Source: an optimization exercise on an open RTL-to-GDS flow (aim: a short achievable clock period and few clock cycles). Production flows keep margins and buffers that such runs may drop. In this exercise RTL edits were held to simulation tests only and were not proved equivalent to the original. Power is estimated from default activity; no workload was simulated.

Setup of 02-21:
## processor_gen2
module processor_gen2 #(
  parameter int DATA_W     = 16,
  parameter int NUM_REGS   = 4,
  parameter int MEM_DEPTH  = 256,
  parameter int APB_ADDR_W = 9,
  parameter int PROG_START = 'h020,
  parameter int INT_VEC    = 'h010,
  localparam int ADDR_W    = $clog2(MEM_DEPTH)
) (
  input  logic              clk,
  input  logic              reset,
  input  logic              init_done,
  input  logic              init_we,
  input  logic [ADDR_W-1:0] init_addr,
  input  logic [DATA_W-1:0] init_data,
  input  logic              irq,
  output logic              irq_ack,
  output logic              halted,
  output logic              illegal,
  output logic                  bus_wr_en,
  output logic [APB_ADDR_W-1:0] bus_wr_addr,
  output logic [DATA_W-1:0]     bus_wr_data,
  input  logic                  bus_wr_done,
  output logic                  bus_rd_en,
  output logic [APB_ADDR_W-1:0] bus_rd_addr,
  input  logic [DATA_W-1:0]     bus_rd_data,
  input  logic                  bus_rd_done
);
  function automatic logic [3:0] oh4(input logic [3:0] idx);
    oh4 = (idx[3:2] == 2'b00) ? (4'b0001 << idx[1:0]) : 4'b0000;
  endfunction
  logic [255:0][15:0] mem;
  logic        run;        
  logic        f_act;      
  logic        in_isr;
  logic        z;
  logic [15:0] regs [4];
  logic [7:0]  pcb;        
  logic [7:0]  ohL;        
  logic [31:0] bsel [8];   
  logic [7:0]  saved;      
  logic        x1_add, x1_sub, x1_mov, x1_mvi, x1_ld;
  logic [3:0]  x1_wd;
  logic        x2_add, x2_sub, x2_mov, x2_mvi, x2_ld;
  logic [3:0]  x2_wd;
  ...
Size: ~14,000 cells after synthesis, ~4,600 flip-flops, ~86 I/O pins.
clock: 10.0 ns
lec_check: 0
cap_margin: 20
core_margin: 2
core_utilization: 35
place_density: 0.5
setup_slack_margin: 5
slew_margin: 20
tns_end_percent: 100
run.sh (not shown) runs the stock make flow with config.mk's settings and CLKGATE_MAP_FILE= SYNTH_SCRIPT=/design/flow/synth_recipe.tcl, a recipe that flattens the netlist after the stock synthesis.
Testbench counts of 02-21, summed over its fixed seeds: cycles 6,958.
Relative to 02-21, the following input files were edited for 03-07:
--- a/flow/design.v
+++ b/flow/design.v
@@ -256,37 +256,37 @@
     r = '0;
     for (int j = 0; j < 6; j++) r = r | (cand_t[j] & {56{t[j]}});
     for (int k = 1; k < 6; k++) r = r | (cand_s[k] & {56{t[6 + k]}});
     after = r;
   endfunction
   logic [55:0] nx_np0, nx_np1, nx_p0, nx_p1, nx_grp;
   assign nx_np0 = after(tl_np0);
   assign nx_np1 = after(tl_np1);
   assign nx_p0  = after(tl_p0);
   assign nx_p1  = after(tl_p1);
   assign nx_grp = pair ? (zn ? nx_p1 : nx_p0) : (zn ? nx_np1 : nx_np0);
-  logic        s_start, s_vec, s_mis, s_saved, s_hold, s_grp, adv_nm;
+  logic        s_start, s_vec, s_mis, s_saved, s_hold, s_grp;
   logic [55:0] nx_oth;
   always_comb begin
-    adv_nm  = f_act && (run ? (!stall && !take && init_done) : (init_done && !init_we));
     s_start = abort;
     s_vec   = !abort && take;
     s_mis   = !abort && !(run && stall) && !take && mis;
-    s_saved = adv_nm && R0;
-    s_grp   = adv_nm && !R0;
-    s_hold  = !(s_start || s_vec || adv_nm);
+    s_saved = adv && R0;
+    s_grp   = adv && !R0;
+    s_hold  = !(s_start || s_vec || s_mis || adv);
     nx_oth  = (pcst(START) & {56{s_start}}) |
               (pcst(VEC)   & {56{s_vec}})   |
+              (pcst(x_t)   & {56{s_mis}})   |
               (pcst(saved) & {56{s_saved}}) |
               (pc_cur      & {56{s_hold}});
-    pc_nx   = s_mis ? pcst(x_t) : s_grp ? nx_grp : nx_oth;
+    pc_nx   = s_grp ? nx_grp : nx_oth;
     ohr     = pc_nx[47:16];
   end
   always_ff @(posedge clk or posedge reset) begin
     if (reset) pc_cur <= PC_START;
     else       pc_cur <= pc_nx;
   end
   always_ff @(posedge clk or posedge reset) begin
     if (reset) begin
       for (int b = 0; b < 8; b++)
         bsel[b] <= (3'(b) >= START[2:0]) ? (32'b1 << START[7:3]) : (32'b1 << 5'(START[7:3] + 5'd1));
     end else begin
@@ -414,25 +414,25 @@
         x_baddr   <= BUS[0] ? w[1][8:0] : wq1[8:0];
         wr_data_q <= st_val;
         if (H[0]) begin
           x_halt <= 1'b1;
           f_act  <= 1'b0;
           ill_q  <= (op[0] != 4'h8);
           x_ret  <= pcb;
         end else if (hpair) begin
           x_halt <= 1'b1;
           f_act  <= 1'b0;
           ill_q  <= (opq != 4'h8);
-          x_ret  <= L2[0] ? cand_s[2][7:0] : cand_s[1][7:0];
+          x_ret  <= pcb + (L2[0] ? 8'd2 : 8'd1);
         end else
-          x_ret  <= BUS[0] ? cand_s[2][7:0] : (L2[0] ? cand_s[4][7:0] : cand_s[3][7:0]);
+          x_ret  <= pcb + (BUS[0] ? 8'd2 : (L2[0] ? 8'd4 : 8'd3));
         x_jp <= pred;
         x_t  <= pred_t;
       end
     end
   end
   assign bus_rd_en   = x_ld;
   assign bus_rd_addr = x_baddr;
   assign bus_wr_en   = x_st;
   assign bus_wr_addr = x_baddr;
   assign bus_wr_data = wr_data_q;
   assign halted      = x_halt;
## What came out
- 03-07: all stages complete, timing, DRC and antenna checks passed
- 03-07 vs 02-21: routed wire length up by a few percent
- 03-07 has more setup slack than 02-21.
- Comparing 02-21 and 03-07, count of clock-buffer cells in the layout is lower on 02-21.
- Delta (03-07 minus 02-21): number of global-route vias before repair rose 1.2%; clock buffer and inverter area fraction after layout rose 0.23 points; critical path buffer and inverter count now sits lower.
- Looking at reported net switching power across 02-21 and 03-07, the one that comes out lower is 03-07.
- On area of the mapped netlist, 02-21 and 03-07 are neck and neck.
- [03-07] post-route total power fell 4.5% relative to 02-21
- 03-07 gives less critical path depth than 02-21 did.
- 03-07 vs 02-21: post-layout minimum cycle time down in 03-07
- Worst slack on hold paths ends up higher on 03-07.
- The post-route standard cell area excluding fillers number comes out higher for 03-07 vs 02-21.
- On part of the Yosys area used for sequential elements, 03-07 tracks 02-21 almost exactly.
Testbench counts of 03-07, summed over its fixed seeds: cycles 6,958.

## re-timing with driven ports
In the flow no input, the clock included, has a driving cell. The finished layouts below were timed again as built, in two steps. Step 1 sets driving cells, clkbuf_16 on the clock port and buf_2 on the other inputs (assumed; they add their load-dependent delay and slew). Step 2 moves the port delays by t, midway between the first and last clock arrival at a register: inputs arrive t later, outputs are due t later. That takes back most of the time a late clock gives input paths. Slacks: no drivers / after step 1 / after step 2; pairs: no drivers / after step 1.
| run | t (ns) | setup slack, ns | worst register clock-pin slew, ns |
|---|---|---|---|
| 02-21 | 1.206 | 3.674 / 3.674 / 2.892 | 0.08 / 0.08 |
| 03-07 | 1.244 | 4.060 / 4.060 / 3.119 | 0.08 / 0.08 |
After both steps every run listed still meets setup and hold. For 03-07, which loses most, drivers alone change the setup slack by 0.000 ns; drivers and shift together by -0.941 ns.
